This is an optimization exercise on Yosys and OpenROAD, whose aim is small area, not a production implementation.
Function was checked by simulation only, so behaviour that the tests miss may differ from the original.
No activity file was given, so power comes from the tool's default toggle rates.

==> flow/design.v <==
package tracker_pkg;
    typedef logic [10:0] h_pos_t;
    typedef logic [9:0]  v_pos_t;
    typedef logic [11:0] rgb_t;   
    localparam h_pos_t H_ACTIVE = 11'd1024;
    localparam h_pos_t H_FRONT  = 11'd24;
    localparam h_pos_t H_SYNC   = 11'd136;
    localparam h_pos_t H_BACK   = 11'd160;
    localparam h_pos_t H_TOTAL  = H_ACTIVE + H_FRONT + H_SYNC + H_BACK;   
    localparam v_pos_t V_ACTIVE = 10'd768;
    localparam v_pos_t V_FRONT  = 10'd3;
    localparam v_pos_t V_SYNC   = 10'd6;
    localparam v_pos_t V_BACK   = 10'd29;
    localparam v_pos_t V_TOTAL  = V_ACTIVE + V_FRONT + V_SYNC + V_BACK;   
    localparam h_pos_t CAM_H = 11'd640;
    localparam v_pos_t CAM_V = 10'd480;
    localparam h_pos_t BALL_H_LO   = 11'd20;
    localparam h_pos_t BALL_H_HI   = 11'd319;
    localparam h_pos_t TGT_H_LO    = 11'd320;
    localparam h_pos_t TGT_H_HI    = 11'd639;
    localparam v_pos_t REGION_V_LO = 10'd50;
    localparam v_pos_t REGION_V_HI = 10'd400;
    localparam v_pos_t DEADBAND = 10'd2;   
    localparam int SUM_BITS = 27;   
    typedef logic [SUM_BITS-1:0] sum_t;
    localparam int CNT_BITS = 17;
    typedef logic [CNT_BITS-1:0] count_t;
endpackage
`timescale 1ns/1ps
module centroid_accumulator #(
    parameter int W  = 26,   
    parameter int PW = 9,    
    parameter int QW = 9     
) (
    input  logic          clk_65mhz,
    input  logic          clear,
    input  logic          sample,
    input  logic [PW-1:0] pos,
    input  logic          div,
    input  logic [16:0]   cnt,
    input  logic [QW-1:0] qpos,
    output logic [QW-1:0] quo
);
    logic [W-1:0] s;
    logic [W-1:0] op;
    logic [W:0]   sum;
    logic         sub;
    logic         cap;
    assign sub = div && !(s[W-1] && s[W-2]);
    assign op  = sub ? {{(W-17){1'b1}}, ~cnt} : {{(W-PW){1'b0}}, sample ? pos : {PW{1'b0}}};
    assign sum = {1'b0, s} + {1'b0, op} + {{W{1'b0}}, sub};
    assign cap = sub && !sum[W];
    assign quo = s[QW-1:0];
    always_ff @(posedge clk_65mhz) begin
        if (clear)
            s <= '0;
        else if (cap)
            s <= {sum[W-1:QW], qpos};
        else
            s <= sum[W-1:0];
    end
endmodule
`timescale 1ns/1ps
module tracker_top #(
    parameter logic [3:0] R_LO       = 4'd8,
    parameter logic [3:0] R_HI       = 4'd15,
    parameter logic [3:0] G_LO       = 4'd0,
    parameter logic [3:0] G_HI       = 4'd5,
    parameter logic [3:0] B_LO       = 4'd0,
    parameter logic [3:0] B_HI       = 4'd5,
    parameter int         BOX_RADIUS = 15
) (
    input  logic                clk_65mhz,
    input  logic                rst_n,
    input  tracker_pkg::rgb_t   pixel_rgb,   
    input  logic                show_mask,
    input  logic                show_markers,
    output tracker_pkg::h_pos_t pixel_h,
    output tracker_pkg::v_pos_t pixel_v,
    output logic [3:0]          vga_r,
    output logic [3:0]          vga_g,
    output logic [3:0]          vga_b,
    output logic                vga_hs,
    output logic                vga_vs,
    output tracker_pkg::h_pos_t ball_h,
    output tracker_pkg::v_pos_t ball_v,
    output tracker_pkg::h_pos_t target_h,
    output tracker_pkg::v_pos_t target_v,
    output logic                result_valid,
    output logic                ball_low,
    output logic                ball_high,
    output logic                ball_centered
);
    logic [10:0] h;
    logic [9:0]  v;
    logic        started;   
    logic        h_end, v_end, v_zero;
    assign h_end  = h[10] & h[8] & (&h[5:0]);            
    assign v_end  = v[9] & v[8] & v[5] & v[2] & v[0];    
    assign v_zero = (v == 10'd0);
    always_ff @(posedge clk_65mhz or negedge rst_n) begin
        if (!rst_n) begin
            h       <= '0;
            v       <= '0;
            started <= 1'b0;
        end else begin
            h <= h_end ? 11'd0 : h + 11'd1;
            if (h_end) begin
                v <= v_end ? 10'd0 : v + 10'd1;
                if (v_end)
                    started <= 1'b1;
            end
        end
    end
    assign pixel_h = h;
    assign pixel_v = v;
    logic [11:0] rgb2;
    always_ff @(posedge clk_65mhz)
        rgb2 <= pixel_rgb;
    logic match;
    assign match = (rgb2[11:8] >= R_LO) && (rgb2[11:8] <= R_HI) &&
                   (rgb2[7:4]  >= G_LO) && (rgb2[7:4]  <= G_HI) &&
                   (rgb2[3:0]  >= B_LO) && (rgb2[3:0]  <= B_HI);
    logic rows, ball_hit, tgt_hit;
    assign rows     = (v >= 10'd50) && (v <= 10'd400);
    assign ball_hit = match && rows && (h >= 11'd22)  && (h <= 11'd321);
    assign tgt_hit  = match && rows && (h >= 11'd322) && (h <= 11'd641);
    logic [16:0] ball_n, tgt_n;
    logic        clear;
    assign clear = (h == 11'd29) && v_zero;
    always_ff @(posedge clk_65mhz) begin
        ball_n <= clear ? 17'd0 : ball_n + {16'd0, ball_hit};
        tgt_n  <= clear ? 17'd0 : tgt_n  + {16'd0, tgt_hit};
    end
    logic div_v, div_h;
    assign div_v = v[9];
    assign div_h = v[9] | (~v[9] & (&v[8:0]) & h[10] & h[8] & (&h[5:1]));
    logic [8:0] ball_hq, ball_vq, tgt_vq;
    logic [9:0] tgt_hq;
    centroid_accumulator #(.W(26), .PW(9), .QW(9)) acc_bh (
        .clk_65mhz, .clear, .sample(ball_hit), .pos(h[8:0]), .div(div_h), .cnt(ball_n),
        .qpos(h[8:0]), .quo(ball_hq));
    centroid_accumulator #(.W(26), .PW(9), .QW(9)) acc_bv (
        .clk_65mhz, .clear, .sample(ball_hit), .pos(v[8:0]), .div(div_v), .cnt(ball_n),
        .qpos(h[8:0]), .quo(ball_vq));
    centroid_accumulator #(.W(27), .PW(10), .QW(10)) acc_th (
        .clk_65mhz, .clear, .sample(tgt_hit), .pos(h[9:0]), .div(div_h), .cnt(tgt_n),
        .qpos(h[9:0]), .quo(tgt_hq));
    centroid_accumulator #(.W(26), .PW(9), .QW(9)) acc_tv (
        .clk_65mhz, .clear, .sample(tgt_hit), .pos(v[8:0]), .div(div_v), .cnt(tgt_n),
        .qpos(h[8:0]), .quo(tgt_vq));
    logic [8:0] bh, bv, tv;
    logic [9:0] th;
    logic       load;
    assign load = clear && started;
    always_ff @(posedge clk_65mhz or negedge rst_n) begin
        if (!rst_n) begin
            bh <= '0;
            bv <= '0;
            th <= '0;
            tv <= '0;
        end else if (load) begin
            bh <= ball_hq;
            bv <= ball_vq;
            th <= tgt_hq;
            tv <= tgt_vq;
        end
    end
    assign ball_h   = {2'b00, bh};
    assign ball_v   = {1'b0, bv};
    assign target_h = {1'b0, th};
    assign target_v = {1'b0, tv};
    logic below, above, shown;
    assign below  = ({1'b0, tv} + 10'd2) < {1'b0, bv};
    assign above  = ({1'b0, bv} + 10'd2) < {1'b0, tv};
    assign shown  = started || !v_zero || (h >= 11'd30);
    assign result_valid  = (h == 11'd30) && v_zero;
    assign ball_low      = below;
    assign ball_high     = above;
    assign ball_centered = shown && !below && !above;
    logic blank2, cam2, hit2;
    assign blank2 = (h >= 11'd1026) || (v >= 10'd768) || ((h < 11'd2) && (!v_zero || started));
    assign cam2   = (h <= 11'd641) && (v < 10'd480);
    assign hit2   = match && cam2 && (h != 11'd0);
    function automatic logic on_outline(input logic [10:0] hh, input logic [9:0] vv,
                                        input logic [10:0] ch, input logic [9:0] cv);
        logic [10:0] a;
        logic [9:0]  b;
        a = hh + 11'd13 - ch;   
        b = vv + 10'd15 - cv;
        on_outline = (a <= 11'd30) && (b <= 10'd30) &&
                     ((a == 11'd0) || (a == 11'd30) || (b == 10'd0) || (b == 10'd30));
    endfunction
    logic [11:0] px;
    always_comb begin
        if (show_mask && hit2)
            px = 12'h0F0;
        else if (show_markers && on_outline(h, v, ball_h, ball_v))
            px = 12'hF00;
        else if (show_markers && on_outline(h, v, target_h, target_v))
            px = 12'h00F;
        else
            px = cam2 ? rgb2 : 12'h000;
    end
    always_ff @(posedge clk_65mhz or negedge rst_n) begin
        if (!rst_n)
            {vga_r, vga_g, vga_b} <= '0;
        else
            {vga_r, vga_g, vga_b} <= blank2 ? 12'h000 : px;
    end
    assign vga_hs = !((h >= 11'd1051) && (h <= 11'd1186));
    assign vga_vs = !(((h >= 11'd3) && (v >= 10'd771) && (v <= 10'd776)) ||
                      ((h <  11'd3) && (v >= 10'd772) && (v <= 10'd777)));
endmodule
==> flow/run.sh <==
#!/bin/bash
# synth_recipe.tcl (not shown) runs the flow's synth.tcl, then flattens the netlist and writes it again
# the make line also repeats each setting of config.mk as NAME=value (left out here)
make -C /OpenROAD-flow-scripts/flow DESIGN_CONFIG=/design/flow/config.mk WORK_HOME=/design/flow/orfs CLKGATE_MAP_FILE= SYNTH_SCRIPT=/design/flow/synth_recipe.tcl finish
==> flow/config.mk <==
export PLATFORM = sky130hd
export DESIGN_NAME = tracker_top
export DESIGN_NICKNAME = tracker_top
export VERILOG_FILES = /design/flow/design.v
export SDC_FILE = /design/flow/constraint.sdc
export NUM_CORES = 4
export LEC_CHECK = 0
export CAP_MARGIN = 20
export CORE_MARGIN = 2
export CORE_UTILIZATION = 40
export SLEW_MARGIN = 20
==> flow/constraint.sdc <==
create_clock -name core_clock -period 10.0 [get_ports {clk_65mhz}]
set_input_delay 2.0000 -clock core_clock [delete_from_list [all_inputs] [get_ports {clk_65mhz}]]
set_output_delay 2.0000 -clock core_clock [all_outputs]
set_load 0.01 [all_outputs]
==> results of run 1 <==
## worst max path at each step
stage / cells after the start / to / slack [ns]
6_report: 20 / acc_bv.s[1] / 4.02
5_1_grt: 20 / acc_bv.s[0] / 3.65
4_1_cts: 20 / acc_bv.s[1] / 4.19
3_5_place_dp: 20 / acc_bv.s[1] / 4.21
3_3_place_gp: 20 / acc_bv.s[1] / 4.33
2_1_floorplan: 23 / acc_bv.s[6] / 4.88
## cell families after synthesis
family                   after synthesis
adder cells (fa/ha/maj)              180
other                                  1
buffers and inverters                162
flip-flops                           222
XOR/XNOR                             174
multiplexers                          55
AND/OR/NAND/NOR                      644
AO/OA/AOI/OAI                        470
## placed cells by master (no fill, tap or decap), types with 7 or more instances in the layout
master           synthesis  final
nor2_1                 243    241
ha_1                   168    168
dfxtp_1                151    151
nand2_1                146    146
o21ai_0                132    132
a21oi_1                118    118
xnor2_1                 96     96
inv_1                   91     91
clkdlybuf4s50_1          0     90
xor2_1                  78     78
dfrtp_1                 71     71
nand3_1                 57     57
a21o_1                  55     55
nor3_1                  45     45
mux2_2                  36     36
nor2b_1                 31     31
clkbuf_16                0     29
nand2b_1                26     26
o21a_1                  23     23
nand4_1                 22     22
mux2i_1                 19     19
o31ai_1                 19     19
a31oi_1                 17     17
o21bai_1                14     14
and3_1                  13     13
a211oi_1                12     12
fa_1                    12     12
or2_2                   11     11
buf_4                    6     10
nor4_1                  10      9
o211ai_1                 9      9
a21boi_0                 8      8
clkbuf_8                 0      8
o41ai_1                  7      7
nand3b_1                 7      7
a211o_1                  7      7
## worst max-delay path, delay by kind of cell, from the launching register on
kind / cells / cell delay, ns
buffers and inverters: 2 / 0.71
flip-flops: 1 / 0.66
AND/OR/NAND/NOR: 3 / 0.26
multiplexers: 1 / 0.24
adder cells (fa/ha/maj): 3 / 1.27
AO/OA/AOI/OAI: 11 / 2.69
## metal layers
metal  vias up  GRT usage (%)  routed length (um)
met5         -              0                   0
met4         0           6.36                1190
met3        73           3.60                2730
met2       367           33.4               19300
met1      6412           30.1               21400
li1       6847              -                   -
## cell usage after synthesis, drive strengths merged, types with 55 or more instances
cell type | instances | area share (%)
xnor2 | 96 | 5.3
nand2 | 146 | 3.4
xor2 | 78 | 4.3
dfrtp | 71 | 11
nand3 | 57 | 1.8
dfxtp | 151 | 19
nor2 | 243 | 5.7
o21ai | 133 | 4.2
inv | 91 | 2.1
a21o | 55 | 2.6
ha | 168 | 13
a21oi | 119 | 3.8
## per-stage QoR
stage | instance area (sq um) | util (%) | power (uW) | cells
3_5_place_dp | 17300 | 43.8 | 940 | 2466
6_report | 18200 | 46.2 | 1950 | 2519
3_3_place_gp | 17300 | 43.8 | 941 | 2466
2_1_floorplan | 15900 | - | 922 | 1912
4_1_cts | 18200 | 46.2 | 1980 | 2518
5_1_grt | 18200 | 46.2 | 2020 | 2519
## sequential cells by signal, summed over array words and instances (netlist names)
signal and cells:
acc_th.s 27, acc_bh.s 26, acc_bv.s 26, acc_tv.s 26, ball_n 17, tgt_n 17
rgb2 12, h 11, th 10, v 10, bh 9, bv 9
tv 9, vga_b 4, vga_g 4, vga_r 4, started 1
## area by class of cell
class	instances	area, sq um
Fill cell	3903	21200
Multi-Input combinational cell	1528	10500
Sequential cell	222	4800
Timing Repair Buffer	100	976
Clock buffer	41	851
Tap cell	525	657
Inverter	92	345
Clock inverter	11	105
## report_power, final
| part | switching (uW) | internal [uW] |
|---|---|---|
| combinational | 13.1 | 12.5 |
| clock | 415 | 617 |
| sequential | 2.07 | 894 |
==> flow_summary_export.csv, run 1 <==
group,metric,value,unit
floorplanning,die_x,203,um
route,wl_per_cell,17.7,um
sta,post-route-min-period,5.98,ns
floorplanning,core_area,39500,sq um
clocking,clockBufferDepth,3,
floorplanning,dieHeight,203,um
route,drc,0,
clocking,postCtsHoldBufs,0,
yosys,yosys.area_share.adder,14.7,%
pwr,ir_drop,0.117,mV
run_status,status,"finished clean",
worst_setup_path,startpoint,"h[1]",
min_path,worstHoldPathType,"flip-flop to flip-flop",
sta,slew_viol_final,0,
sta,worstMarginPinSlew,1.10,ns
place,pre_cts_ws,4.21,ns
yosys,ys.flop_type,"dfxtp_1",
pwr,power_leakage,0.00838,uW
yosys,syn_area,15900,sq um
global_route,grt_antenna_before_repair,0,
global_route,grt_max_degree,71,
layout,drive_above_1_share,6.12,%
clocking,cts_tree,"done",
worst_setup_path,cpPeakStageDelay,0.66,ns
clocking,cts.sinks,222,
route,detail-route-antenna-nets,0,
clocking,clockRootBuffer,"clkbuf_16",
route,finalWirelength,44600,um
clocking,clk_latency,0.56,ns
worst_setup_path,cpMaxStageDelayCell,"dfrtp_1",
layout,area_growth_syn_to_layout,14.8,%
global_route,grt_pass1_vias,13300,
yosys,synth_warnings,3,
yosys,synth-simple-area-share,18.8,%
layout,nets,2168,
place,globalplace.congestion,0.933,
route,vias,13700,
worst_setup_path,worstReg2RegStart,"h[1]",
yosys,yosys.area_share.xor_xnor,9.59,%
clocking,h-tree-depth,1,
yosys,synth.area.mux_share,3.75,%
min_path,hold_depth,2,
worst_setup_path,r2r_cells,20,
clocking,post_cts_resized,0,
sta,grt_setup_unrepaired,"no",
sta,setup_tns,0,ns
min_path,min_from,"rgb2[10]",
yosys,avgSynthCellArea,8.33,sq um
worst_setup_path,cp_cell_sequence,"clkinv_1 > ha_1 > o21ai_0 > a21o_1 > a2111oi_4 > buf_4 > nand2_1 > o21ai_0 > fa_1 > fa_1 > a211o_1 > o211ai_1 > a21oi_1 > a211o_1 > a221oi_1 > nor2b_1 > a41o_1 > a31oi_4 > mux2i_1 > nor2_1",
sta,fin_worst_skew,0.0140,ns
place,io_buffers,91,
worst_setup_path,r2r_slack,4.02,ns
worst_setup_path,critical_path_class,"flip-flop to flip-flop",
sta,min_period_over_period,59.8,%
route,first_iter_violations,698,
yosys,postSynthCellCount,1908,
yosys,ys_async_sr_fraction,32.0,%
clocking,cts_buffers,28,
sta,fmax,167,MHz
worst_setup_path,critPathRequiredTime,10.41,ns
worst_setup_path,path_max_fanout,16,
clocking,clk_pin_slew,0.06,ns
global_route,grt_pass1_wl,71400,um
layout,diodes,0,
sta,slew_headroom,26.7,%
sta,fin_ws,4.02,ns
yosys,synth_compound_area_share,18.9,%
yosys,ys_ff_latch,222,
job,maxCapViolations,0,
yosys,synth_cell_types,76,
worst_setup_path,cp-start-kind,"flip-flop",
global_route,grt_use_total,21.4,%
yosys,yosysSeqAreaShare,30.2,%
pwr,power.density,107,nW/um^2
global_route,grt_overflow,0,
clocking,cts_setup_buffers,0,
yosys,synth_top_family_by_area,"compound AO/OA/AOI/OAI gates",
floorplanning,dieArea,41300,sq um
place,dpl.hpwl,33400,um
sta,finalHoldViolCount,0,
route,via_per_inst,5.44,
worst_setup_path,reg2reg_to,"acc_bv.s[1]",
min_path,hold_path_end,"vga_r[2]",
sta,holdWs,0.442,ns
worst_setup_path,end_kind,"flip-flop",
yosys,synth_edf_count,0,
sta,finalSetupViolCount,0,
route,drtPass1Iterations,7,
floorplanning,initial_core_util,40.3,%
worst_setup_path,arrival,6.38,ns
floorplanning,io_pins,97,
floorplanning,rows,73,
==> inputs of run 2 (changes only) <==
--- a/flow/design.v
+++ b/flow/design.v
@@ -38,5 +38,5 @@
     input  logic [PW-1:0] pos,
     input  logic          div,
-    input  logic [16:0]   cnt,
+    input  logic [16:0]   ncnt,   
     input  logic [QW-1:0] qpos,
     output logic [QW-1:0] quo
@@ -44,11 +44,21 @@
     logic [W-1:0] s;
     logic [W-1:0] op;
-    logic [W:0]   sum;
+    logic [W-1:0] sum;
+    logic [W:0]   c;
     logic         sub;
     logic         cap;
     assign sub = div && !(s[W-1] && s[W-2]);
-    assign op  = sub ? {{(W-17){1'b1}}, ~cnt} : {{(W-PW){1'b0}}, sample ? pos : {PW{1'b0}}};
-    assign sum = {1'b0, s} + {1'b0, op} + {{W{1'b0}}, sub};
-    assign cap = sub && !sum[W];
+    assign c[0] = sub;
+    for (genvar i = 0; i < W; i++) begin : g_add
+        if (i < PW)
+            assign op[i] = sub ? ncnt[i] : (sample & pos[i]);
+        else if (i < 17)
+            assign op[i] = sub & ncnt[i];
+        else
+            assign op[i] = sub;
+        assign sum[i]   = s[i] ^ op[i] ^ c[i];
+        assign c[i+1]   = (s[i] & op[i]) | (c[i] & (s[i] ^ op[i]));
+    end
+    assign cap = sub && !c[W];
     assign quo = s[QW-1:0];
     always_ff @(posedge clk_65mhz) begin
@@ -58,5 +68,47 @@
             s <= {sum[W-1:QW], qpos};
         else
-            s <= sum[W-1:0];
+            s <= sum;
+    end
+endmodule
+module rc_sub #(
+    parameter int W = 11
+) (
+    input  logic [W-1:0] a,
+    input  logic [W-1:0] b,
+    output logic [W-1:0] d
+);
+    logic [W:0] c;
+    assign c[0] = 1'b1;
+    for (genvar i = 0; i < W; i++) begin : g_sub
+        assign d[i]   = a[i] ^ ~b[i] ^ c[i];
+        assign c[i+1] = (a[i] & ~b[i]) | (c[i] & (a[i] ^ ~b[i]));
+    end
+endmodule
+module rc_inc #(
+    parameter int W = 11
+) (
+    input  logic [W-1:0] a,
+    input  logic          ci,
+    output logic [W-1:0] y
+);
+    logic [W:0] c;
+    assign c[0] = ci;
+    for (genvar i = 0; i < W; i++) begin : g_inc
+        assign y[i]   = a[i] ^ c[i];
+        assign c[i+1] = a[i] & c[i];
+    end
+endmodule
+module rc_dec #(
+    parameter int W = 17
+) (
+    input  logic [W-1:0] a,
+    input  logic          bi,
+    output logic [W-1:0] y
+);
+    logic [W:0] b;
+    assign b[0] = bi;
+    for (genvar i = 0; i < W; i++) begin : g_dec
+        assign y[i]   = a[i] ^ b[i];
+        assign b[i+1] = ~a[i] & b[i];
     end
 endmodule
@@ -99,4 +151,8 @@
     assign v_end  = v[9] & v[8] & v[5] & v[2] & v[0];    
     assign v_zero = (v == 10'd0);
+    logic [10:0] h_inc;
+    logic [9:0]  v_inc;
+    rc_inc #(.W(11)) inc_h (.a(h), .ci(1'b1), .y(h_inc));
+    rc_inc #(.W(10)) inc_v (.a(v), .ci(1'b1), .y(v_inc));
     always_ff @(posedge clk_65mhz or negedge rst_n) begin
         if (!rst_n) begin
@@ -105,7 +161,7 @@
             started <= 1'b0;
         end else begin
-            h <= h_end ? 11'd0 : h + 11'd1;
+            h <= h_end ? 11'd0 : h_inc;
             if (h_end) begin
-                v <= v_end ? 10'd0 : v + 10'd1;
+                v <= v_end ? 10'd0 : v_inc;
                 if (v_end)
                     started <= 1'b1;
@@ -126,10 +182,13 @@
     assign ball_hit = match && rows && (h >= 11'd22)  && (h <= 11'd321);
     assign tgt_hit  = match && rows && (h >= 11'd322) && (h <= 11'd641);
-    logic [16:0] ball_n, tgt_n;
+    logic [16:0] ball_n, tgt_n;   
     logic        clear;
+    logic [16:0] ball_n_dec, tgt_n_dec;
+    rc_dec #(.W(17)) dec_bn (.a(ball_n), .bi(ball_hit), .y(ball_n_dec));
+    rc_dec #(.W(17)) dec_tn (.a(tgt_n),  .bi(tgt_hit),  .y(tgt_n_dec));
     assign clear = (h == 11'd29) && v_zero;
     always_ff @(posedge clk_65mhz) begin
-        ball_n <= clear ? 17'd0 : ball_n + {16'd0, ball_hit};
-        tgt_n  <= clear ? 17'd0 : tgt_n  + {16'd0, tgt_hit};
+        ball_n <= clear ? '1 : ball_n_dec;
+        tgt_n  <= clear ? '1 : tgt_n_dec;
     end
     logic div_v, div_h;
@@ -139,14 +198,14 @@
     logic [9:0] tgt_hq;
     centroid_accumulator #(.W(26), .PW(9), .QW(9)) acc_bh (
-        .clk_65mhz, .clear, .sample(ball_hit), .pos(h[8:0]), .div(div_h), .cnt(ball_n),
+        .clk_65mhz, .clear, .sample(ball_hit), .pos(h[8:0]), .div(div_h), .ncnt(ball_n),
         .qpos(h[8:0]), .quo(ball_hq));
     centroid_accumulator #(.W(26), .PW(9), .QW(9)) acc_bv (
-        .clk_65mhz, .clear, .sample(ball_hit), .pos(v[8:0]), .div(div_v), .cnt(ball_n),
+        .clk_65mhz, .clear, .sample(ball_hit), .pos(v[8:0]), .div(div_v), .ncnt(ball_n),
         .qpos(h[8:0]), .quo(ball_vq));
     centroid_accumulator #(.W(27), .PW(10), .QW(10)) acc_th (
-        .clk_65mhz, .clear, .sample(tgt_hit), .pos(h[9:0]), .div(div_h), .cnt(tgt_n),
+        .clk_65mhz, .clear, .sample(tgt_hit), .pos(h[9:0]), .div(div_h), .ncnt(tgt_n),
         .qpos(h[9:0]), .quo(tgt_hq));
     centroid_accumulator #(.W(26), .PW(9), .QW(9)) acc_tv (
-        .clk_65mhz, .clear, .sample(tgt_hit), .pos(v[8:0]), .div(div_v), .cnt(tgt_n),
+        .clk_65mhz, .clear, .sample(tgt_hit), .pos(v[8:0]), .div(div_v), .ncnt(tgt_n),
         .qpos(h[8:0]), .quo(tgt_vq));
     logic [8:0] bh, bv, tv;
@@ -172,6 +231,8 @@
     assign target_v = {1'b0, tv};
     logic below, above, shown;
-    assign below  = ({1'b0, tv} + 10'd2) < {1'b0, bv};
-    assign above  = ({1'b0, bv} + 10'd2) < {1'b0, tv};
+    logic [9:0] dv;   
+    rc_sub #(.W(10)) sub_dv (.a({1'b0, bv}), .b({1'b0, tv}), .d(dv));
+    assign below = !dv[9] && (dv[8:2] != 7'd0 || dv[1:0] == 2'd3);   
+    assign above = dv[9] && !(&dv[8:1]);                               
     assign shown  = started || !v_zero || (h >= 11'd30);
     assign result_valid  = (h == 11'd30) && v_zero;
@@ -183,12 +244,17 @@
     assign cam2   = (h <= 11'd641) && (v < 10'd480);
     assign hit2   = match && cam2 && (h != 11'd0);
-    function automatic logic on_outline(input logic [10:0] hh, input logic [9:0] vv,
-                                        input logic [10:0] ch, input logic [9:0] cv);
-        logic [10:0] a;
-        logic [9:0]  b;
-        a = hh + 11'd13 - ch;   
-        b = vv + 10'd15 - cv;
-        on_outline = (a <= 11'd30) && (b <= 10'd30) &&
-                     ((a == 11'd0) || (a == 11'd30) || (b == 10'd0) || (b == 10'd30));
+    logic [10:0] ab, at;
+    logic [9:0]  bb, bt;
+    rc_sub #(.W(11)) sub_ab (.a(h), .b(ball_h),   .d(ab));
+    rc_sub #(.W(11)) sub_at (.a(h), .b(target_h), .d(at));
+    rc_sub #(.W(10)) sub_bb (.a(v), .b(ball_v),   .d(bb));
+    rc_sub #(.W(10)) sub_bt (.a(v), .b(target_v), .d(bt));
+    function automatic logic on_outline(input logic [10:0] a, input logic [9:0] b);
+        logic in_a, in_b, edge_a, edge_b;
+        in_a   = (a <= 11'd17) || (a >= 11'd2035);
+        in_b   = (b <= 10'd15) || (b >= 10'd1009);
+        edge_a = (a == 11'd17) || (a == 11'd2035);
+        edge_b = (b == 10'd15) || (b == 10'd1009);
+        on_outline = in_a && in_b && (edge_a || edge_b);
     endfunction
     logic [11:0] px;
@@ -196,7 +262,7 @@
         if (show_mask && hit2)
             px = 12'h0F0;
-        else if (show_markers && on_outline(h, v, ball_h, ball_v))
+        else if (show_markers && on_outline(ab, bb))
             px = 12'hF00;
-        else if (show_markers && on_outline(h, v, target_h, target_v))
+        else if (show_markers && on_outline(at, bt))
             px = 12'h00F;
         else
--- a/flow/config.mk
+++ b/flow/config.mk
@@ -8,4 +8,5 @@
 export CAP_MARGIN = 20
 export CORE_MARGIN = 2
-export CORE_UTILIZATION = 40
+export CORE_UTILIZATION = 60
+export CTS_BUF_LIST = sky130_fd_sc_hd__clkbuf_4
 export SLEW_MARGIN = 20
==> flow_summary_export.csv, run 2 <==
group,metric,value,unit
clocking,clk_pin_slew,0.07,ns
route,drtPass1Iterations,4,
worst_setup_path,cp_common_cell,"fa_2",
layout,layout_common_cells,"dfxtp_1, inv_1, fa_2, buf_4, clkdlybuf4s50_1",
pwr,ir_drop,0.110,mV
floorplanning,initial_core_util,60.6,%
run_status,checkFailReasons,"negative setup slack",
route,vias,9091,
pwr,power_leakage,0.00722,uW
sta,fin_worst_skew,0.0428,ns
clocking,clockRootBuffer,"clkbuf_4",
sta,min_period_over_period,103,%
sta,finalSetupViolCount,37,
layout,largest_register_ffs,27,
worst_setup_path,arrival,10.87,ns
sta,setup_tns,-5.52,ns
sta,grt_setup_unrepaired,"yes",
clocking,h-tree-depth,2,
pwr,power.density,108,nW/um^2
yosys,ys.flop_type,"dfxtp_1",
place,dpl.hpwl,23100,um
yosys,ys_async_sr_fraction,32.0,%
worst_setup_path,critPathRequiredTime,10.61,ns
layout,layout_commonest_cell,"dfxtp_1",
floorplanning,io_pins,97,
route,first_iter_violations,380,
yosys,syn_area,12700,sq um
floorplanning,die_x,149,um
route,drc,0,
sta,finalHoldViolCount,0,
clocking,cts_buffers,56,
worst_setup_path,cpMaxStageDelayCell,"dfrtp_2",
sta,worstMarginPinSlew,0.979,ns
worst_setup_path,cp-start-kind,"flip-flop",
worst_setup_path,critical_path_class,"flip-flop to flip-flop",
route,detail-route-antenna-nets,0,
sta,holdWs,0.436,ns
run_status,status,"complete, but fails checks",
yosys,postSynthCellCount,1145,
floorplanning,core_area,20900,sq um
route,finalWirelength,31400,um
clocking,cts.sinks,222,
yosys,synth_cell_types,77,
route,via_per_inst,5.44,
yosys,synth_edf_count,0,
min_path,worstHoldPathType,"flip-flop to flip-flop",
worst_setup_path,path_max_fanout,6,
layout,largest_register,"acc_th.s",
floorplanning,dieHeight,149,um
global_route,grt_pass1_wl,50200,um
layout,final_util,76.0,%
yosys,yosysSeqAreaShare,37.9,%
layout,drive_above_1_share,30.2,%
place,io_buffers,91,
sta,slew_headroom,34.7,%
yosys,synthTopCellsByArea,"dfxtp_1, fa_1, dfrtp_1",
floorplanning,dieArea,22300,sq um
global_route,grt_use_total,29.4,%
layout,design_area,15900,sq um
place,pre_cts_ws,-0.394,ns
clocking,clk_latency,0.71,ns
yosys,yosysTopAreaCell,"dfxtp_1",
floorplanning,rows,53,
layout,nets,1572,
route,wl_per_cell,18.8,um
yosys,synth_warnings,3,
sta,fin_ws,-0.255,ns
yosys,ys_ff_latch,222,
worst_setup_path,cpPeakStageDelay,0.46,ns
clocking,clockBufferDepth,3,
yosys,avgSynthCellArea,11.1,sq um
sta,fmax,97.5,MHz
place,dpl_cell_area,14700,sq um
yosys,synth_commonest_cells,"dfxtp_1, fa_1, inv_1",
global_route,grt_overflow,0,
yosys,synth.most_common_cell,"dfxtp_1",
global_route,grt_antenna_before_repair,1,
worst_setup_path,end_kind,"flip-flop",
job,maxCapViolations,0,
global_route,grt_max_degree,86,
sta,slew_viol_final,0,
place,globalplace.congestion,0.911,
clocking,postCtsHoldBufs,0,
global_route,grt_pass1_vias,9692,
sta,post-route-min-period,10.25,ns
layout,area_growth_syn_to_layout,25.4,%
clocking,cts_tree,"done",
yosys,synth_top_area_share,23.9,%
==> run 2: changes by cell type after synthesis, sizes merged, moves of 75 or more <==
| cell | previous run | this run |
|---|---|---|
| nor2 | 243 | 98 |
| fa | 12 | 146 |
| o21ai | 133 | 4 |
| ha | 168 | 59 |
| a21oi | 119 | 17 |
| xnor2 | 96 | 7 |
| nand2 | 146 | 69 |
| xor2 | 78 | 3 |
==> run 2: what timing repair did <==
item                                    CTS  global route
endpoints found under the setup margin   41            42
cloned                                    5             1
pin swaps                                17            20
hold endpoints to repair                  0             0
buffers inserted                          5             4
gates resized for setup                  31            39
==> run 2: cell type report <==
cell class | instances | area, sq um
multi-input combinational | 725 | 7640
fill | 1525 | 5020
sequential | 222 | 4810
timing repair buffer | 197 | 1770
clock buffer | 86 | 646
inverter | 149 | 559
tap | 275 | 344
clock inverter | 17 | 103
antenna | 1 | 2.50
==> run 2: worst max-delay path, delay by kind of cell, from the launching register on <==
kind                       cells  cell delay (ns)
adders and majority gates     26             8.04
and+or+nand+nor                5             0.77
AOI/OAI and AO/OA              4             0.62
DFF                            1             0.46
buffers and inverters          4             0.28
==> run 2: kinds of logic (layout without fill, tap and decap cells) <==
kind of cell    Yosys count  in the layout  share of synthesized area [%]
mux                      45             45                           3.75
simple gates            315            320                           13.0
xor+xnor                 10             10                          0.692
flops                   222            222                           37.9
fa+ha+maj               205            205                           28.9
buf+inv                 207            449                           6.90
compound gates          140            140                           8.78
other cells               1              6                         0.0296
==> run 2: metal layers <==
metal  global-route usage, %  share of wire [%]  vias up
met5                       0                  0        -
met4                    12.7                4.1        0
met3                    5.05                4.8       88
met2                    49.7                 50      271
met1                    37.6                 41     4521
li1                        -                  -     4211
==> run 2: per-stage QoR <==
| step | instances | total power, uW |
|---|---|---|
| floorplan | 1149 | 923 |
| global placement | 1553 | 941 |
| detailed placement | 1553 | 941 |
| CTS | 1666 | 1740 |
| global route | 1672 | 1790 |
| finish | 1672 | 1720 |
==> run 2: power breakdown <==
part           switching [uW]  total [uW]  internal (uW)
logic                    13.3        26.5           13.2
registers                1.84         895            894
clock network             378         798            420
total                     393        1720           1330
==> run 2: final timing paths <==
path	from	to	depth (start not counted)	slack, ns
min in group asynchronous	rst_n	v[5]	1	1.45
setup reg to reg	h[5]	acc_bv.s[7]	39	-0.25
setup / recovery	h[5]	acc_bv.s[7]	39	-0.25
hold reg to reg	rgb2[0]	vga_b[0]	2	0.44
max in group asynchronous	rst_n	h[4]	1	7.86
hold / removal	rgb2[0]	vga_b[0]	2	0.44
==> inputs of run 3 (changes only) <==
--- a/flow/config.mk
+++ b/flow/config.mk
@@ -8,5 +8,4 @@
 export CAP_MARGIN = 20
 export CORE_MARGIN = 2
-export CORE_UTILIZATION = 60
-export CTS_BUF_LIST = sky130_fd_sc_hd__clkbuf_4
+export CORE_UTILIZATION = 40
 export SLEW_MARGIN = 20
==> flow_summary_export.csv, run 3 <==
group,metric,value,unit
sta,min_period_over_period,103,%
worst_setup_path,cp-start-kind,"flip-flop",
layout,nets,1532,
sta,grt_setup_unrepaired,"yes",
route,detail-route-antenna-nets,0,
route,drtPass1Iterations,5,
sta,fmax,97.4,MHz
place,io_buffers,91,
route,drc,0,
layout,largest_register,"acc_th.s",
yosys,synth_warnings,3,
sta,worstMarginPinSlew,0.959,ns
yosys,syn_area,12700,sq um
global_route,grt_pass1_wl,50800,um
place,globalplace.congestion,0.868,
layout,area_growth_syn_to_layout,26.3,%
worst_setup_path,cpMaxStageDelayCell,"or4_4",
worst_setup_path,cpPeakStageDelay,0.45,ns
route,first_iter_violations,426,
sta,post-route-min-period,10.26,ns
pwr,netSwitchingFraction,20.8,%
yosys,yosysTopAreaCell,"dfxtp_1",
sta,fin_ws,-0.264,ns
floorplanning,io_pins,97,
route,via_per_inst,5.04,
sta,slew_viol_final,0,
layout,largest_register_ffs,27,
global_route,grt_antenna_before_repair,0,
sta,finalSetupViolCount,37,
yosys,avgSynthCellArea,11.1,sq um
clocking,h-tree-depth,1,
global_route,grt_use_total,19.7,%
pwr,combPwrFrac,1.4,%
yosys,ys_ff_latch,222,
yosys,synth_top_area_share,23.9,%
yosys,ys_async_sr_fraction,32.0,%
pwr,power_leakage,0.00713,uW
route,vias,8736,
place,dpl.hpwl,23700,um
worst_setup_path,cp_common_cell,"fa_2",
yosys,yosysSeqAreaShare,37.9,%
route,finalWirelength,31600,um
worst_setup_path,worstReg2RegStart,"v[3]",
pwr,p_sw,395,uW
layout,layout_common_cells,"dfxtp_1, inv_1, fa_2, buf_4, clkdlybuf4s50_1",
layout,drive_above_1_share,25.5,%
clocking,clk_pin_slew,0.06,ns
floorplanning,core_area,31400,sq um
min_path,worstHoldPathType,"flip-flop to flip-flop",
worst_setup_path,crit_buf_inv,7,
floorplanning,dieArea,33100,sq um
yosys,ys.flop_type,"dfxtp_1",
worst_setup_path,critical_path_class,"flip-flop to flip-flop",
sta,finalHoldViolCount,0,
clocking,clockRootBuffer,"clkbuf_16",
sta,holdWs,0.452,ns
pwr,clock_power_share,51.4,%
floorplanning,initial_core_util,40.3,%
job,maxCapViolations,0,
run_status,status,"complete, but fails checks",
yosys,synth.most_common_cell,"dfxtp_1",
yosys,synth_cell_types,77,
layout,diodes,0,
clocking,cts_tree,"done",
floorplanning,rows,65,
worst_setup_path,end_kind,"flip-flop",
min_path,min_from,"rgb2[4]",
global_route,grt_max_degree,86,
clocking,cts_buffers,26,
route,wl_per_cell,18.2,um
worst_setup_path,startpoint,"v[3]",
worst_setup_path,critPathRequiredTime,10.39,ns
yosys,synth_commonest_cells,"dfxtp_1, fa_1, inv_1",
floorplanning,dieHeight,182,um
pwr,p_total,1900,uW
clocking,clk_latency,0.53,ns
yosys,synthTopCellsByArea,"dfxtp_1, fa_1, dfrtp_1",
global_route,grt_pass1_vias,9072,
worst_setup_path,path_max_fanout,13,
yosys,synth_edf_count,0,
global_route,grt_overflow,0,
pwr,pwr-share-seq,47.2,%
worst_setup_path,crit_family,"adder cells",
worst_setup_path,arrival,10.65,ns
floorplanning,die_x,182,um
clocking,cts.sinks,222,
pwr,p_int,1500,uW
sta,fin_worst_skew,0.0143,ns
sta,slew_headroom,36.1,%
layout,layout_commonest_cell,"dfxtp_1",
pwr,ir_drop,0.114,mV
run_status,checkFailReasons,"negative setup slack",
yosys,postSynthCellCount,1145,
clocking,clockBufferDepth,3,
pwr,power.density,119,nW/um^2
run 3: cell counts after synthesis:
Identical to the previous run, type by type.
run 3: repair_timing:
item,4_1_cts,5_1_grt
gates resized for setup,18,23
pin swaps,13,13
gates cloned,5,0
endpoints found under the setup margin,40,43
setup buffers,1,2
hold buffers,0,0
run 3: logic make-up after synthesis:
family,Yosys count,share of synthesized area (%)
multiplexers,45,3.75
buffers and inverters,207,6.90
other,1,0.0296
flip-flops,222,37.9
XOR/XNOR,10,0.692
AO/OA/AOI/OAI,140,8.78
AND/OR/NAND/NOR,315,13.0
adder cells (fa/ha/maj),205,28.9
run 3: layout make-up:
type | instances | area (sq um)
clock inverters | 7 | 85.1
well taps | 402 | 503
multi-input cells | 725 | 7560
inverters | 149 | 559
repair buffers | 187 | 1670
flip-flops and latches | 222 | 4810
fillers | 2751 | 15400
clock buffers | 41 | 798
run 3: per-stage QoR:
stage | setup slack [ns] | util (%) | instance area (sq um) | setup TNS (ns) | std cells
6_report | -0.264 | 50.9 | 16000 | -6.00 | 1733
5_1_grt | -0.599 | 50.9 | 16000 | -20.21 | 1733
4_1_cts | -0.260 | 50.5 | 15900 | -7.89 | 1731
3_5_place_dp | -0.276 | 47.4 | 14900 | -7.32 | 1677
3_3_place_gp | -0.179 | 47.4 | 14900 | -3.89 | 1677
2_1_floorplan | -0.298 | - | 13100 | -5.45 | 1149
run 3: metal layers:
layer  up-vias  part of all wire (%)  GRT usage [%]
li1       4090                     -              -
met1      4383                    45           26.1
met4         0                   2.8           5.45
met2       206                    48           33.6
met5         -                     0              0
met3        57                   4.3           2.91
run 3: power groups by stage:
| stage | combinational (uW) | clock (uW) | sequential (uW) |
|---|---|---|---|
| finish | 26.5 | 976 | 896 |
| global route | 29.0 | 1030 | 896 |
| CTS | 27.0 | 997 | 896 |
| detailed placement | 26.8 | 0 | 915 |
| global placement | 26.8 | 0 | 915 |
| floorplan | 6.98 | 0 | 916 |
run 3: final timing paths:
kind                                     to  slack [ns]  cells after the start
worst max-delay path            acc_bh.s[7]       -0.26                     41
worst min-delay path               vga_g[0]        0.45                      2
worst max register to register  acc_bh.s[7]       -0.26                     41
worst min register to register     vga_g[0]        0.45                      2
max in group asynchronous              h[4]        7.70                      1
min in group asynchronous          vga_r[0]        1.62                      1
run 3: worst min-delay path, delay by kind of cell, from the launching register on:
kind / cells / cell delay (ns)
and+or+nand+nor: 1 / 0.06
AOI/OAI and AO/OA: 1 / 0.06
DFF: 1 / 0.30
==> inputs of run 4 (changes only) <==
--- a/flow/design.v
+++ b/flow/design.v
@@ -38,33 +38,44 @@
     input  logic [PW-1:0] pos,
     input  logic          div,
-    input  logic [16:0]   ncnt,   
+    input  logic          step,
+    input  logic [16:0]   cnt,
     input  logic [QW-1:0] qpos,
     output logic [QW-1:0] quo
 );
+    localparam int K = 13;
     logic [W-1:0] s;
     logic [W-1:0] op;
     logic [W-1:0] sum;
     logic [W:0]   c;
+    logic         cr;     
+    logic         done;   
     logic         sub;
     logic         cap;
-    assign sub = div && !(s[W-1] && s[W-2]);
+    assign done = s[W-1] && s[W-2];
+    assign sub  = div && step && !done;
+    assign cap  = div && step && done && s[W-3];
     assign c[0] = sub;
     for (genvar i = 0; i < W; i++) begin : g_add
         if (i < PW)
-            assign op[i] = sub ? ncnt[i] : (sample & pos[i]);
+            assign op[i] = sub ? ~cnt[i] : (sample & pos[i]);
         else if (i < 17)
-            assign op[i] = sub & ncnt[i];
+            assign op[i] = sub & ~cnt[i];
         else
             assign op[i] = sub;
-        assign sum[i]   = s[i] ^ op[i] ^ c[i];
-        assign c[i+1]   = (s[i] & op[i]) | (c[i] & (s[i] ^ op[i]));
-    end
-    assign cap = sub && !c[W];
+        if (i == K) begin : g_cut
+            assign sum[i] = s[i] ^ op[i] ^ cr;
+            assign c[i+1] = (s[i] & op[i]) | (cr & (s[i] ^ op[i]));
+        end else begin : g_rc
+            assign sum[i] = s[i] ^ op[i] ^ c[i];
+            assign c[i+1] = (s[i] & op[i]) | (c[i] & (s[i] ^ op[i]));
+        end
+    end
     assign quo = s[QW-1:0];
     always_ff @(posedge clk_65mhz) begin
+        cr <= !clear && c[K];
         if (clear)
             s <= '0;
         else if (cap)
-            s <= {sum[W-1:QW], qpos};
+            s <= {sum[W-1:W-2], 1'b0, sum[W-4:QW], qpos};
         else
             s <= sum;
@@ -97,18 +108,4 @@
         assign y[i]   = a[i] ^ c[i];
         assign c[i+1] = a[i] & c[i];
-    end
-endmodule
-module rc_dec #(
-    parameter int W = 17
-) (
-    input  logic [W-1:0] a,
-    input  logic          bi,
-    output logic [W-1:0] y
-);
-    logic [W:0] b;
-    assign b[0] = bi;
-    for (genvar i = 0; i < W; i++) begin : g_dec
-        assign y[i]   = a[i] ^ b[i];
-        assign b[i+1] = ~a[i] & b[i];
     end
 endmodule
@@ -182,31 +179,33 @@
     assign ball_hit = match && rows && (h >= 11'd22)  && (h <= 11'd321);
     assign tgt_hit  = match && rows && (h >= 11'd322) && (h <= 11'd641);
-    logic [16:0] ball_n, tgt_n;   
+    logic [16:0] ball_n, tgt_n;
     logic        clear;
-    logic [16:0] ball_n_dec, tgt_n_dec;
-    rc_dec #(.W(17)) dec_bn (.a(ball_n), .bi(ball_hit), .y(ball_n_dec));
-    rc_dec #(.W(17)) dec_tn (.a(tgt_n),  .bi(tgt_hit),  .y(tgt_n_dec));
+    logic [16:0] ball_n_inc, tgt_n_inc;
+    rc_inc #(.W(17)) inc_bn (.a(ball_n), .ci(ball_hit), .y(ball_n_inc));
+    rc_inc #(.W(17)) inc_tn (.a(tgt_n),  .ci(tgt_hit),  .y(tgt_n_inc));
     assign clear = (h == 11'd29) && v_zero;
     always_ff @(posedge clk_65mhz) begin
-        ball_n <= clear ? '1 : ball_n_dec;
-        tgt_n  <= clear ? '1 : tgt_n_dec;
-    end
-    logic div_v, div_h;
-    assign div_v = v[9];
-    assign div_h = v[9] | (~v[9] & (&v[8:0]) & h[10] & h[8] & (&h[5:1]));
+        ball_n <= clear ? 17'd0 : ball_n_inc;
+        tgt_n  <= clear ? 17'd0 : tgt_n_inc;
+    end
+    logic line511, div_v, div_h, step;
+    assign line511 = ~v[9] & (&v[8:0]);
+    assign div_v   = v[9] | (line511 & h[10] & h[8] & (&h[5:1]));   
+    assign div_h   = v[9] | (line511 & h[10] & h[8] & (&h[5:3]) & (h[2] | h[1]));   
+    assign step    = ~h[0];
     logic [8:0] ball_hq, ball_vq, tgt_vq;
     logic [9:0] tgt_hq;
     centroid_accumulator #(.W(26), .PW(9), .QW(9)) acc_bh (
-        .clk_65mhz, .clear, .sample(ball_hit), .pos(h[8:0]), .div(div_h), .ncnt(ball_n),
-        .qpos(h[8:0]), .quo(ball_hq));
+        .clk_65mhz, .clear, .sample(ball_hit), .pos(h[8:0]), .div(div_h), .step, .cnt(ball_n),
+        .qpos(h[9:1]), .quo(ball_hq));
     centroid_accumulator #(.W(26), .PW(9), .QW(9)) acc_bv (
-        .clk_65mhz, .clear, .sample(ball_hit), .pos(v[8:0]), .div(div_v), .ncnt(ball_n),
-        .qpos(h[8:0]), .quo(ball_vq));
+        .clk_65mhz, .clear, .sample(ball_hit), .pos(v[8:0]), .div(div_v), .step, .cnt(ball_n),
+        .qpos(h[9:1]), .quo(ball_vq));
     centroid_accumulator #(.W(27), .PW(10), .QW(10)) acc_th (
-        .clk_65mhz, .clear, .sample(tgt_hit), .pos(h[9:0]), .div(div_h), .ncnt(tgt_n),
-        .qpos(h[9:0]), .quo(tgt_hq));
+        .clk_65mhz, .clear, .sample(tgt_hit), .pos(h[9:0]), .div(div_h), .step, .cnt(tgt_n),
+        .qpos(h[10:1]), .quo(tgt_hq));
     centroid_accumulator #(.W(26), .PW(9), .QW(9)) acc_tv (
-        .clk_65mhz, .clear, .sample(tgt_hit), .pos(v[8:0]), .div(div_v), .ncnt(tgt_n),
-        .qpos(h[8:0]), .quo(tgt_vq));
+        .clk_65mhz, .clear, .sample(tgt_hit), .pos(v[8:0]), .div(div_v), .step, .cnt(tgt_n),
+        .qpos(h[9:1]), .quo(tgt_vq));
     logic [8:0] bh, bv, tv;
     logic [9:0] th;
--- a/flow/config.mk
+++ b/flow/config.mk
@@ -8,4 +8,5 @@
 export CAP_MARGIN = 20
 export CORE_MARGIN = 2
-export CORE_UTILIZATION = 40
+export CORE_UTILIZATION = 60
+export CTS_BUF_LIST = sky130_fd_sc_hd__clkbuf_4
 export SLEW_MARGIN = 20
==> flow_summary_export.csv, run 4 <==
group,metric,value,unit
run_status,status,"finished clean",
global_route,grt_pass1_wl,48700,um
worst_setup_path,crit_family,"adder cells",
yosys,synth_commonest_cells,"dfxtp_1, fa_1, inv_1",
route,finalWirelength,30200,um
min_path,hold_depth,2,
yosys,avgSynthCellArea,11.1,sq um
pwr,combPwrFrac,1.4,%
floorplanning,dieHeight,150,um
place,globalplace.congestion,0.935,
yosys,synthTopCellsByArea,"dfxtp_1, fa_1, dfrtp_1",
clocking,cts.sinks,226,
worst_setup_path,crit_cells,23,
worst_setup_path,critical_path_class,"flip-flop to flip-flop",
pwr,ir_drop,0.101,mV
worst_setup_path,r2r_cells,23,
clocking,clockBufferDepth,3,
sta,fmax,120,MHz
clocking,cts_buffers,61,
sta,post-route-min-period,8.32,ns
pwr,p_total,1770,uW
sta,fin_worst_skew,0.0597,ns
clocking,postCtsHoldBufs,0,
global_route,grt_pass1_vias,8855,
floorplanning,dieArea,22600,sq um
layout,area_growth_syn_to_layout,14.2,%
floorplanning,rows,53,
worst_setup_path,cpPeakStageDelay,0.48,ns
yosys,syn_area,12900,sq um
place,pre_cts_ws,1.64,ns
global_route,grt_use_total,28.2,%
global_route,grt_max_degree,79,
clocking,cts_tree,"done",
worst_setup_path,cp_common_cell,"fa_1",
layout,fillers,1570,
route,wl_per_cell,18.9,um
worst_setup_path,path_max_fanout,19,
job,maxCapViolations,0,
pwr,power.density,120,nW/um^2
layout,nets,1487,
sta,fin_ws,1.68,ns
clocking,h-tree-depth,2,
route,drc,0,
yosys,ys_async_sr_fraction,31.4,%
route,via_per_inst,5.54,
worst_setup_path,cp-start-kind,"flip-flop",
yosys,synth_warnings,3,
floorplanning,io_pins,97,
pwr,clock_power_share,47.1,%
clocking,cts_setup_buffers,0,
worst_setup_path,critPathRequiredTime,10.60,ns
route,detail-route-antenna-nets,0,
yosys,synth_top_area_share,24.1,%
worst_setup_path,cp_cell_sequence,"ha_1 > nand3_1 > nor4_4 > a21oi_1 > nor2_1 > nand2_1 > buf_4 > nor2_1 > fa_1 > fa_1 > fa_1 > fa_1 > fa_1 > fa_1 > fa_1 > fa_1 > fa_1 > fa_1 > fa_1 > fa_1 > fa_1 > nor2b_1 > mux2_2",
floorplanning,core_area,21000,sq um
sta,finalSetupViolCount,0,
yosys,ys_ff_latch,226,
clocking,clockRootBuffer,"clkbuf_4",
layout,layout_commonest_cell,"dfxtp_1",
yosys,yosysSeqAreaShare,37.9,%
layout,drive_above_1_share,13.9,%
layout,largest_register_ffs,27,
yosys,ys.flop_type,"dfxtp_1",
pwr,pwr-share-seq,51.5,%
worst_setup_path,cpMaxStageDelayCell,"dfrtp_1",
sta,setup_tns,0,ns
floorplanning,die_x,150,um
clocking,clk_latency,0.73,ns
clocking,post_cts_resized,0,
layout,final_util,69.9,%
place,io_buffers,91,
worst_setup_path,r2r_slack,1.68,ns
route,drtPass1Iterations,7,
global_route,grt_antenna_before_repair,1,
route,first_iter_violations,583,
pwr,p_int,1360,uW
sta,grt_setup_unrepaired,"no",
yosys,synth_edf_count,0,
pwr,netSwitchingFraction,22.9,%
yosys,yosysTopAreaCell,"dfxtp_1",
sta,slew_headroom,34.5,%
worst_setup_path,crit_buf_inv,1,
sta,slew_viol_final,0,
min_path,worstHoldPathType,"flip-flop to flip-flop",
place,dpl.hpwl,22000,um
sta,finalHoldViolCount,0,
pwr,p_sw,405,uW
yosys,synth_cell_types,75,
layout,largest_register,"acc_th.s",
floorplanning,initial_core_util,61.2,%
yosys,postSynthCellCount,1161,
sta,worstMarginPinSlew,0.982,ns
sta,min_period_over_period,83.2,%
route,vias,8835,
pwr,power_leakage,0.00688,uW
global_route,grt_overflow,0,
yosys,synth.most_common_cell,"dfxtp_1",
layout,layout_common_cells,"dfxtp_1, fa_1, inv_1, nor2b_1, clkbuf_4",
clocking,clk_pin_slew,0.07,ns
worst_setup_path,end_kind,"flip-flop",
worst_setup_path,arrival,8.92,ns
-- run 4: changes by cell type after synthesis, moves of 26 or more --
cell	before	now
and2_1	67	11
a211oi_2	0	26
inv_1	146	107
nor2b_1	0	99
a2bb2oi_1	0	27
a211oi_1	38	2
-- run 4: worst register-to-register path: cells and delay by family (launching register included) --
kind	cells	cell delay (ns)
buffers and inverters	1	0.24
muxes	1	0.29
and+or+nand+nor	6	0.69
AOI/OAI and AO/OA	1	0.32
DFF	1	0.48
adders and majority gates	14	6.19
-- run 4: final timing paths --
kind / from / end
hold / removal: rgb2[4] / vga_g[0]
max in group asynchronous: rst_n / th[1]
hold reg to reg: rgb2[4] / vga_g[0]
setup / recovery: v[0] / acc_th.s[26]
setup reg to reg: v[0] / acc_th.s[26]
min in group asynchronous: rst_n / v[2]
-- run 4: kinds of logic (layout without fill, tap and decap cells) --
logic type	Yosys count	in the layout	share of synthesized area, %
AND/OR/NAND/NOR	364	364	15.4
XOR/XNOR	11	11	0.749
AO/OA/AOI/OAI	158	158	9.55
adder cells (fa/ha/maj)	201	201	27.8
flip-flops	226	226	37.9
buffers and inverters	168	322	5.82
multiplexers	32	32	2.69
other	1	6	0.0291
-- run 4: power by group through the flow --
| stage | sequential, uW | combinational (uW) | clock, uW |
|---|---|---|---|
| finish | 912 | 24.8 | 833 |
| global route | 911 | 27.5 | 906 |
| CTS | 911 | 25.4 | 854 |
| detailed placement | 931 | 25.3 | 0 |
| global placement | 931 | 25.0 | 0 |
| floorplan | 932 | 6.16 | 0 |
-- run 4: metrics by stage --
| step | cells | area (sq um) | hold slack, ns |
|---|---|---|---|
| finish | 1595 | 14700 | 0.428 |
| global route | 1595 | 14700 | 0.456 |
| CTS | 1594 | 14700 | 0.434 |
| detailed placement | 1482 | 13900 | 0.433 |
| global placement | 1482 | 13900 | 0.426 |
| floorplan | 1165 | 12900 | 0.415 |
-- run 4: metal layers --
layer	part of all wire (%)	vias up	GRT usage [%]	wire (um)
met5	0	-	0	0
met1	45	4421	40.2	13600
met3	5.9	60	4.82	1790
met2	46	258	44.0	13900
li1	-	4096	-	-
met4	3.0	0	9.86	905
-- run 4: cell type report --
| class | count | area (sq um) | share of cell area, % |
|---|---|---|---|
| Multi-Input combinational cell | 771 | 7260 | 49.4 |
| Clock inverter | 14 | 63.8 | 0.434 |
| Timing Repair Buffer | 103 | 998 | 6.80 |
| Tap cell | 275 | 344 | 2.34 |
| Clock buffer | 98 | 736 | 5.01 |
| Sequential cell | 226 | 4880 | 33.2 |
| Inverter | 107 | 402 | 2.73 |
| Antenna cell | 1 | 2.50 | 0.0170 |
==> inputs of run 5 (changes only) <==
--- a/flow/config.mk
+++ b/flow/config.mk
@@ -8,5 +8,4 @@
 export CAP_MARGIN = 20
 export CORE_MARGIN = 2
-export CORE_UTILIZATION = 60
-export CTS_BUF_LIST = sky130_fd_sc_hd__clkbuf_4
+export CORE_UTILIZATION = 40
 export SLEW_MARGIN = 20
==> flow_summary_export.csv, run 5 <==
group,metric,value,unit
run_status,status,"finished clean",
pwr,netSwitchingFraction,21.2,%
route,finalWirelength,32300,um
yosys,ys_async_sr_fraction,31.4,%
clocking,postCtsHoldBufs,0,
floorplanning,core_area,31600,sq um
global_route,grt_use_total,19.9,%
route,via_per_inst,5.17,
clocking,clk_pin_slew,0.06,ns
route,first_iter_violations,387,
yosys,synth.most_common_cell,"dfxtp_1",
sta,finalSetupViolCount,0,
floorplanning,dieHeight,183,um
layout,layout_commonest_cell,"dfxtp_1",
yosys,avgSynthCellArea,11.1,sq um
route,wl_per_cell,19.4,um
route,detail-route-antenna-nets,0,
sta,grt_setup_unrepaired,"no",
route,drtPass1Iterations,5,
floorplanning,io_pins,97,
worst_setup_path,cp_cell_sequence,"nand4b_1 > nor4_4 > a21oi_1 > nor2_1 > nand2_1 > buf_4 > nor2_1 > fa_1 > fa_1 > fa_1 > fa_1 > fa_1 > fa_1 > fa_1 > fa_1 > fa_1 > fa_1 > fa_1 > fa_1 > fa_1 > nor2b_1 > mux2_2",
worst_setup_path,cp-start-kind,"flip-flop",
clocking,clockRootBuffer,"clkbuf_16",
floorplanning,dieArea,33600,sq um
layout,drive_above_1_share,10.2,%
yosys,synth_top_family_by_area,"adder cells",
worst_setup_path,startpoint,"v[9]",
yosys,synth_warnings,3,
clocking,h-tree-depth,1,
layout,layout_common_cells,"dfxtp_1, fa_1, inv_1, nor2b_1, nor2_1",
route,vias,8585,
worst_setup_path,end_kind,"flip-flop",
yosys,syn_area,12900,sq um
job,maxCapViolations,0,
pwr,power.density,127,nW/um^2
pwr,combPwrFrac,1.3,%
sta,min_period_over_period,83.4,%
yosys,yosysTopAreaCell,"dfxtp_1",
clocking,cts_setup_buffers,0,
worst_setup_path,critPathRequiredTime,10.41,ns
sta,finalHoldViolCount,0,
clocking,clk_latency,0.53,ns
min_path,worstHoldPathType,"flip-flop to flip-flop",
place,globalplace.congestion,0.872,
route,drc,0,
sta,slew_viol_final,0,
yosys,synth_compound_area_share,9.55,%
place,dpl.hpwl,24100,um
pwr,p_sw,403,uW
yosys,synth_commonest_cells,"dfxtp_1, fa_1, inv_1",
yosys,ys_ff_latch,226,
sta,worstMarginPinSlew,0.920,ns
global_route,grt_pass1_wl,51400,um
yosys,yosys.area_share.adder,27.8,%
sta,setup_tns,0,ns
yosys,postSynthCellCount,1161,
min_path,min_from,"rgb2[0]",
floorplanning,initial_core_util,40.7,%
clocking,cts.sinks,226,
global_route,grt_antenna_before_repair,0,
pwr,p_int,1500,uW
place,io_buffers,91,
worst_setup_path,worstReg2RegStart,"v[9]",
floorplanning,die_x,183,um
pwr,pwr-share-seq,47.9,%
worst_setup_path,cpPeakStageDelay,0.74,ns
sta,slew_headroom,38.7,%
clocking,cts_buffers,27,
yosys,synthTopCellsByArea,"dfxtp_1, fa_1, dfrtp_1",
layout,diodes,0,
global_route,grt_pass1_vias,8952,
yosys,synth.area.mux_share,2.69,%
layout,nets,1457,
worst_setup_path,cpMaxStageDelayCell,"dfrtp_1",
global_route,grt_overflow,0,
layout,final_util,47.2,%
layout,ff_latch_area,4880,sq um
layout,multi_input_area,7260,sq um
clocking,clockBufferDepth,3,
yosys,yosys.area_share.xor_xnor,0.749,%
yosys,synth_cell_types,75,
pwr,ir_drop,0.124,mV
worst_setup_path,crit_buf_inv,1,
clocking,cts_tree,"done",
worst_setup_path,cp_common_cell,"fa_1",
sta,fin_worst_skew,0.0136,ns
clocking,post_cts_resized,0,
yosys,ys.flop_type,"dfxtp_1",
pwr,clock_power_share,50.7,%
yosys,synth-simple-area-share,15.4,%
worst_setup_path,arrival,8.75,ns
layout,area_growth_syn_to_layout,16.2,%
floorplanning,rows,65,
global_route,grt_max_degree,76,
sta,fmax,120,MHz
layout,largest_register,"acc_th.s",
worst_setup_path,path_max_fanout,19,
layout,fillers,2900,
pwr,power_leakage,0.00686,uW
yosys,synth_top_area_share,24.1,%
worst_setup_path,critical_path_class,"flip-flop to flip-flop",
sta,post-route-min-period,8.34,ns
yosys,synth_edf_count,0,
yosys,yosysSeqAreaShare,37.9,%
layout,largest_register_ffs,27,
worst_setup_path,crit_family,"adder cells",
[run 5: cell counts after synthesis]
Identical to the previous run, type by type.
[run 5: worst paths after layout]
path / slack (ns) / endpoint / cells past startpoint
worst min-delay path: 0.44 / vga_b[0] / 2
worst min register to register: 0.44 / vga_b[0] / 2
worst max-delay path: 1.66 / acc_th.s[26] / 22
min in group asynchronous: 1.36 / bv[1] / 1
max in group asynchronous: 7.65 / th[6] / 2
worst max register to register: 1.66 / acc_th.s[26] / 22
[run 5: per-layer routing]
metal  track usage (%)  vias to the layer above  share of wire, %
li1                  -                     3988                 -
met1              25.7                     4302                43
met2              33.9                      229                48
met3              3.14                       66               5.4
met4              7.14                        0               3.6
met5                 0                        -                 0
[run 5: cells by family after synthesis]
kind of cell	count (synthesis)
and+or+nand+nor	364
DFF	226
muxes	32
xor gates and xnor gates	11
adders and majority gates	201
other	1
AOI/OAI and AO/OA	158
buffers and inverters	168
[run 5: worst reg2reg max path: stages, from the launching register on]
cell	delay, ns
dfrtp_1	0.74
nand4b_1	0.24
nor4_4	0.08
a21oi_1	0.31
nor2_1	0.14
nand2_1	0.09
buf_4	0.23
nor2_1	0.10
fa_1	0.44
fa_1	0.42
fa_1	0.42
fa_1	0.44
fa_1	0.46
fa_1	0.46
fa_1	0.46
fa_1	0.46
fa_1	0.46
fa_1	0.46
fa_1	0.49
fa_1	0.46
fa_1	0.44
nor2b_1	0.14
mux2_2	0.28
[run 5: layout make-up]
cell class,instances,area share (%)
Sequential cell,226,32.7
Clock buffer,35,5.00
Clock inverter,13,0.837
Inverter,107,2.69
Tap cell,402,3.37
Timing Repair Buffer,107,6.88
Multi-Input combinational cell,771,48.6
[run 5: power groups by stage]
| stage | Clock [uW] | Sequential, uW | Combinational, uW |
|---|---|---|---|
| floorplan | 0 | 932 | 6.16 |
| global placement | 0 | 931 | 25.8 |
| detailed placement | 0 | 931 | 26.0 |
| CTS | 988 | 912 | 26.2 |
| global route | 1030 | 912 | 28.3 |
| finish | 965 | 912 | 25.5 |
[run 5: metrics by stage]
| step | hold slack (ns) | setup WS (ns) | power (uW) | cell area, sq um | cells |
|---|---|---|---|---|---|
| 3_3_place_gp | 0.427 | 1.78 | 957 | 14100 | 1613 |
| 2_1_floorplan | 0.415 | 1.95 | 938 | 12900 | 1165 |
| 5_1_grt | 0.470 | 1.28 | 1970 | 14900 | 1661 |
| 4_1_cts | 0.448 | 1.61 | 1930 | 14900 | 1661 |
| 6_report | 0.439 | 1.66 | 1900 | 14900 | 1661 |
| 3_5_place_dp | 0.436 | 1.63 | 957 | 14100 | 1613 |
==> inputs of run 6 (changes only) <==
==> flow/flow/run.sh (new file) <==
#!/bin/bash
# The standard layout, with two changes: the port buffers use the smallest
# buffer cell, and the clock tree clusters up to 16 flip-flops per leaf buffer
# without dummy loads. Each tool's output goes to a log in this folder
# (make's in flow.log; ORFS's per-step logs under orfs/logs/).
set -euo pipefail
export BUFFER_PORTS_ARGS="-buffer_cell sky130_fd_sc_hd__buf_1"
export CTS_ARGS="-sink_clustering_enable -repair_clock_nets -dont_use_dummy_load -buf_list sky130_fd_sc_hd__clkbuf_8 -sink_clustering_size 16 -sink_clustering_max_diameter 80"
bash standard.sh > flow.log 2>&1
==> flow/standard.sh (new file) <==
#!/bin/bash
# synth_recipe.tcl (not shown) runs the flow's synth.tcl, then flattens the netlist and writes it again
# the make line also repeats each setting of config.mk as NAME=value (left out here)
make -C /OpenROAD-flow-scripts/flow DESIGN_CONFIG=/design/flow/config.mk WORK_HOME=/design/flow/orfs CLKGATE_MAP_FILE= SYNTH_SCRIPT=/design/flow/synth_recipe.tcl "${@:-finish}"
--- a/flow/config.mk
+++ b/flow/config.mk
@@ -8,4 +8,4 @@
 export CAP_MARGIN = 20
 export CORE_MARGIN = 2
-export CORE_UTILIZATION = 40
+export CORE_UTILIZATION = 70
 export SLEW_MARGIN = 20
removed: flow/run.sh
==> flow_summary_export.csv, run 6 <==
group,metric,value,unit
yosys,synth.most_common_cell,"dfxtp_1",
run_status,status,"finished clean",
min_path,min_from,"rgb2[0]",
floorplanning,die_x,140,um
floorplanning,core_area,18000,sq um
yosys,yosys.area_share.adder,27.8,%
floorplanning,rows,49,
clocking,postCtsHoldBufs,0,
yosys,synth_cell_types,75,
place,dpl_cell_area,13300,sq um
yosys,synth-simple-area-share,15.4,%
route,vias,8530,
worst_setup_path,worstReg2RegStart,"v[9]",
route,detail-route-antenna-nets,0,
worst_setup_path,cpMaxStageDelayCell,"dfrtp_1",
clocking,clockRootBuffer,"clkbuf_8",
yosys,avgSynthCellArea,11.1,sq um
worst_setup_path,critical_path_class,"flip-flop to flip-flop",
yosys,synth.area.mux_share,2.69,%
floorplanning,dieArea,19500,sq um
sta,slew_viol_final,0,
pwr,power.density,101,nW/um^2
job,maxCapViolations,0,
sta,finalHoldViolCount,0,
global_route,met3_usage,3.65,%
yosys,yosys.area_share.xor_xnor,0.749,%
clocking,cts.sinks,226,
global_route,grt_antenna_before_repair,0,
layout,largest_register_ffs,27,
yosys,synth_top_area_share,24.1,%
yosys,syn_area,12900,sq um
global_route,grt_busiest_layer,"met2",
layout,design_area,13500,sq um
pwr,p_sw,294,uW
worst_setup_path,end_kind,"flip-flop",
yosys,ys_async_sr_fraction,31.4,%
yosys,ys_ff_latch,226,
global_route,grt_overflow,0,
sta,worstMarginPinSlew,0.985,ns
yosys,synth_warnings,3,
yosys,synth_edf_count,0,
layout,nets,1444,
place,globalplace.congestion,0.924,
global_route,grt_util_met2,47.2,%
route,wl_per_cell,19.6,um
worst_setup_path,cp_cell_sequence,"nand4b_1 > nor4_4 > a21oi_1 > nor2_1 > nand2_1 > buf_4 > nor2_1 > fa_1 > fa_1 > fa_1 > fa_1 > fa_1 > fa_1 > fa_1 > fa_1 > fa_1 > fa_1 > fa_1 > fa_1 > fa_1 > nor2b_1 > mux2_2",
clocking,clockBufferDepth,3,
worst_setup_path,startpoint,"v[9]",
clocking,clk_pin_slew,0.10,ns
yosys,yosysTopAreaCell,"dfxtp_1",
layout,area_growth_syn_to_layout,4.97,%
pwr,combPwrFrac,1.3,%
pwr,ir_drop,0.132,mV
yosys,synth_commonest_cells,"dfxtp_1, fa_1, inv_1",
clocking,clk_latency,0.53,ns
clocking,cts_setup_buffers,0,
worst_setup_path,path_max_fanout,19,
sta,post-route-min-period,8.37,ns
layout,layout_common_cells,"dfxtp_1, fa_1, inv_1, nor2b_1, nor2_1",
sta,fmax,119,MHz
worst_setup_path,critPathRequiredTime,10.41,ns
worst_setup_path,cp-start-kind,"flip-flop",
sta,grt_setup_unrepaired,"no",
place,dpl.hpwl,21300,um
worst_setup_path,arrival,8.78,ns
global_route,use_met1,44.4,%
worst_setup_path,cp_common_cell,"fa_1",
pwr,netSwitchingFraction,21.4,%
yosys,synthTopCellsByArea,"dfxtp_1, fa_1, dfrtp_1",
route,drc,0,
yosys,postSynthCellCount,1161,
-- run 6: metrics by stage --
step                hold WS, ns  power, uW  cells  setup slack, ns
floorplan                 0.415        938   1165             1.95
global placement          0.427        948   1434             1.83
detailed placement        0.435        949   1436             1.67
CTS                       0.457       1390   1454             1.64
global route              0.487       1420   1454             1.27
finish                    0.446       1370   1454             1.63
-- run 6: cell families (layout without fill, tap and decap cells) --
kind of cell,count (synthesis),in the layout
and+or+nand+nor,364,364
DFF,226,226
adders and majority gates,201,201
buffers and inverters,168,228
AOI/OAI and AO/OA,158,158
muxes,32,32
xor gates and xnor gates,11,11
other,1,5
-- run 6: final timing paths --
path,to,cells after the start,slack [ns]
worst max-delay path,acc_th.s[26],22,1.63
min in group asynchronous,tv[7],1,1.59
max in group asynchronous,vga_b[2],1,7.72
worst max register to register,acc_th.s[26],22,1.63
worst min register to register,vga_b[0],2,0.45
worst min-delay path,vga_b[0],2,0.45
-- run 6: layer usage --
| layer | vias up | routed length (um) |
|---|---|---|
| met5 | - | 0 |
| met4 | 0 | 1140 |
| met3 | 63 | 1810 |
| met2 | 291 | 13200 |
| met1 | 4243 | 12400 |
| li1 | 3933 | - |
-- run 6: cell type report --
| class | count | area (sq um) |
|---|---|---|
| sequential | 226 | 4880 |
| timing repair buffer | 103 | 430 |
| multi-input combinational | 771 | 7260 |
| clock buffer | 18 | 248 |
| inverter | 107 | 402 |
| fill | 1279 | 4520 |
| tap | 229 | 287 |
-- run 6: power by group through the flow --
stage	Sequential, uW	Combinational (uW)	Clock [uW]
detailed placement	931	17.7	0
CTS	911	18.0	457
global placement	931	17.5	0
global route	912	19.9	486
floorplan	932	6.16	0
finish	911	17.5	442
-- run 6: critical path, delay by kind of cell, from the launching register on --
family                   cells  cell delay (ns)
AO/OA/AOI/OAI                1             0.32
adder cells (fa/ha/maj)     13             5.91
buffers and inverters        1             0.25
flip-flops                   1             0.70
multiplexers                 1             0.29
AND/OR/NAND/NOR              6             0.78

Re-timed with assumed drivers on the ports (clkbuf_16 on the clock, buf_2 on other inputs), run 6 has 1.626 ns of setup slack against 1.626 ns with ideal ports, and 1.626 ns once port delays also move by the mid clock arrival of 0.553 ns.
